Source: an optimization exercise on an open RTL-to-GDS flow (aim: small area and a short achievable clock period). Production flows keep margins and buffers that such runs may drop. RTL that was checked went through simulation tests only; none was proved equivalent to the original. Power figures rest on the tool's default switching activity, not on a simulated workload.

== before ==
==> flow/design.v <==
module apb_ram_strb #(
  parameter int unsigned ADDR_WIDTH  = 10,
  parameter int unsigned DATA_WIDTH  = 32,
  parameter int unsigned RAM_DEPTH   = 128,
  parameter int unsigned WAIT_CYCLES = 0,
  parameter int unsigned RO_BASE     = 96
) (
  input  logic                      pclk,
  input  logic                      presetn,
  input  logic                      psel,
  input  logic                      penable,
  input  logic                      pwrite,
  input  logic [ADDR_WIDTH-1:0]     paddr,
  input  logic [DATA_WIDTH-1:0]     pwdata,
  input  logic [DATA_WIDTH/8-1:0]   pstrb,
  output logic [DATA_WIDTH-1:0]     prdata,
  output logic                      pready,
  output logic                      pslverr
);
  localparam int NR = 43;             
  localparam int NG = 6;              
  logic        idle_q;                
  logic        acc_q;                 
  logic        pready_q;              
  logic        pslverr_q;
  logic [31:0] prdata_q;
  logic [NR-1:0] rl_q;                
  logic [NR-1:0] rw_q;                
  logic [NG-1:0] grp_q;               
  logic          oor_q;               
  logic          write_q;
  logic [31:0]   wdata_q;
  logic [3:0]    strb_q;
  logic [1:0]  ph_q;
  logic [2:0]  pos_q;
  logic        c1_q;
  logic [3:0]  act_q;
  logic [3:0]  pag_q [NG];
  logic [31:0] wdp_q;
  wire setup   = idle_q & psel & ~penable;
  wire perform = acc_q & psel & penable;
  wire commit  = perform & write_q & ~oor_q & ~presetn;
  wire [6:0] widx = paddr[8:2];
  logic [NR-1:0] ring_l;
  logic [NG-1:0] grp_l;
  logic [1:0]    sub_l;
  always_comb begin
    ring_l = '0;
    grp_l  = '0;
    sub_l  = 2'd0;
    for (int i = 0; i < 128; i++) begin
      if (widx == 7'(i)) begin
        ring_l[i / 3]     = 1'b1;
        grp_l[i / 24]     = 1'b1;
        sub_l             = 2'(i % 3);
      end
    end
  end
  always_ff @(posedge pclk) begin
    if (idle_q) begin
      rl_q    <= ring_l;
      rw_q    <= ring_l & {NR{pwrite}};
      grp_q   <= grp_l;
      oor_q   <= paddr[9];
      write_q <= pwrite;
      wdata_q <= pwdata;
      strb_q  <= pstrb;
    end
  end
  always_ff @(posedge pclk) begin
    if (presetn) begin
      idle_q    <= 1'b1;
      acc_q     <= 1'b0;
      pready_q  <= 1'b0;
      pslverr_q <= 1'b0;
    end else begin
      idle_q    <= ~setup & ~perform;
      acc_q     <= setup;
      pready_q  <= perform;
      pslverr_q <= perform & oor_q;
    end
  end
  logic [1:0] nslot;
  always_comb begin
    case ({sub_l, ph_q})
      4'b00_00, 4'b01_10, 4'b10_01: nslot = 2'd1;
      4'b00_01, 4'b01_00, 4'b10_10: nslot = 2'd2;
      default:                      nslot = 2'd0;
    endcase
  end
  logic [3:0] act_d;
  logic [2:0] pos_r;                  
  logic [2:0] pos_d;
  assign act_d = commit ? strb_q : (c1_q ? act_q : 4'h0);
  assign pos_r = {pos_q[1:0], pos_q[2]};
  assign pos_d = idle_q ? (3'd1 << nslot) : pos_r;
  always_ff @(posedge pclk) begin
    ph_q  <= (ph_q == 2'd2) ? 2'd0 : ph_q + 2'd1;
    pos_q <= pos_d;
    c1_q  <= commit;
    act_q <= act_d;
    for (int g = 0; g < NG; g++) pag_q[g] <= act_d & {4{pos_r[2] & grp_q[g]}};
    wdp_q <= wdata_q & {{8{act_d[3]}}, {8{act_d[2]}}, {8{act_d[1]}}, {8{act_d[0]}}}
                     & {32{pos_r[2]}};
  end
  wire  [3:0]  pal = {4{commit & pos_q[2]}} & strb_q;
  wire  [31:0] wdl = wdata_q & {{8{pal[3]}}, {8{pal[2]}}, {8{pal[1]}}, {8{pal[0]}}};
  wire  [31:0] wde = wdp_q | wdl;
  logic [31:0]  m0 [NR];
  logic [31:0]  m1 [NR];
  logic [31:0]  m2 [NR];
  logic [31:0]  t0, t1, t2;
  generate
    for (genvar r = 0; r < NR; r++) begin : g_ring
      logic [3:0] nwe;
      assign nwe = ~({4{rw_q[r]}} & (pag_q[r / 8] | pal));
      always_ff @(posedge pclk) begin
        m1[r] <= m0[r];
        m2[r] <= m1[r];
        m0[r] <= (m2[r] & {{8{nwe[3]}}, {8{nwe[2]}}, {8{nwe[1]}}, {8{nwe[0]}}})
               | (wde & {32{rw_q[r]}});
      end
    end
  endgenerate
  always_comb begin
    t0 = '0;
    t1 = '0;
    t2 = '0;
    for (int r = 0; r < NR; r++) begin
      t0 = t0 | (m0[r] & {32{rl_q[r]}});
      t1 = t1 | (m1[r] & {32{rl_q[r]}});
      t2 = t2 | (m2[r] & {32{rl_q[r]}});
    end
  end
  wire rd_load = perform & ~write_q & ~oor_q & ~presetn;
  wire rd_hold = ~presetn & ~(perform & (oor_q | ~write_q));
  wire ld0     = rd_load & pos_q[0];
  wire ld1     = rd_load & pos_q[1];
  wire ld2     = rd_load & pos_q[2];
  always_ff @(posedge pclk)
    prdata_q <= (t0 & {32{ld0}}) | (t1 & {32{ld1}}) | (t2 & {32{ld2}})
              | (prdata_q & {32{rd_hold}});
  assign prdata  = prdata_q;
  assign pready  = pready_q;
  assign pslverr = pslverr_q;
endmodule
clock: 4.5 ns
lec_check: 0
cap_margin: 20
core_margin: 2
core_utilization: 40
cts_cluster_diameter: 80
cts_cluster_size: 25
place_density: 0.5
setup_slack_margin: 2.1
slew_margin: 20
run.sh (not shown) runs the stock make flow with config.mk's settings and CLKGATE_MAP_FILE= SYNTH_SCRIPT=/design/flow/synth_recipe.tcl, a recipe that flattens the netlist after the stock synthesis.
What after does differently from before at the input level:
-- flow/design.v --
<<< before, line 26
  logic [31:0] prdata_q;
  logic [NR-1:0] rl_q;                
  logic [NR-1:0] rw_q;                
  logic [NG-1:0] grp_q;               
  logic          oor_q;               
>>> after, line 26
  logic [31:0] prdata_q;
  logic [NR-1:0] rl_q;                
  logic [NG-1:0] grp_q;               
  logic          oor_q;               
<<< before, line 60
    if (idle_q) begin
      rl_q    <= ring_l;
      rw_q    <= ring_l & {NR{pwrite}};
      grp_q   <= grp_l;
      oor_q   <= paddr[9];
>>> after, line 59
    if (idle_q) begin
      rl_q    <= ring_l;
      grp_q   <= grp_l;
      oor_q   <= paddr[9];
<<< before, line 114
    for (genvar r = 0; r < NR; r++) begin : g_ring
      logic [3:0] nwe;
      assign nwe = ~({4{rw_q[r]}} & (pag_q[r / 8] | pal));
      always_ff @(posedge pclk) begin
        m1[r] <= m0[r];
        m2[r] <= m1[r];
        m0[r] <= (m2[r] & {{8{nwe[3]}}, {8{nwe[2]}}, {8{nwe[1]}}, {8{nwe[0]}}})
               | (wde & {32{rw_q[r]}});
      end
    end
>>> after, line 112
    for (genvar r = 0; r < NR; r++) begin : g_ring
      logic [3:0] nwe;
      assign nwe = ~({4{rl_q[r]}} & (pag_q[r / 8] | pal));
      always_ff @(posedge pclk) begin
        m1[r] <= m0[r];
        m2[r] <= m1[r];
        m0[r] <= (m2[r] & {{8{nwe[3]}}, {8{nwe[2]}}, {8{nwe[1]}}, {8{nwe[0]}}})
               | (wde & {32{rl_q[r]}});
      end
    end
after reached the final stage; the timing, design-rule and antenna checks on its layout passed.
after ends up with higher clock share of power than before does.
In the tables for before and after, routed metal-1 wire length reads lower with after.
Compared with before, in after largest fanout on the critical path moved down, time the worst path needs with I/O delays and setup moved down.
after and before ended up with roughly the same share of cell area taken by muxes after synthesis.
Per the comparison of after with before, non-clock buffer area fraction after layout fell by 0.78 points; peak clock frequency supported by timing rose by 4.0%.
Delta (after minus before): non-clock buffer count now smaller; worst-case setup margin in the final layout now larger; post-layout total power now smaller; total routing resource utilization after global routing now smaller.
Routed wire length: after better than before
Looking at switching power total, after sits below before.
The sequential portion of the cell area in after was higher than what before gave.
For before, only the layout was checked, not whether the RTL still works.

## re-timing with driven ports
How much do the figures lean on ideal ports? The routed layouts below were timed once more, with nothing changed but the port constraints.
Step 1, drivers: a clkbuf_16 drives pclk and a buf_2 each remaining input, both assumed.
Step 2 moves the port delays by t, midway between the first and last clock arrival at a register: inputs arrive t later, outputs are due t later. That takes back most of the time a late clock gives input paths.
Slacks: ideal ports / drivers / drivers and shift; pairs: ideal ports / drivers.
| run | t (ns) | slack for setup (ns) | worst slew at a driven data input, ns |
|---|---|---|---|
| before | 1.067 | 1.896 / 1.896 / 1.173 | 0.05 |
| after | 1.065 | 1.995 / 1.921 / 1.172 | 0.05 |
After both steps setup and hold are still met in every run listed. The setup slack of after, which loses most, moves by -0.074 ns with the drivers and by -0.823 ns with both steps.
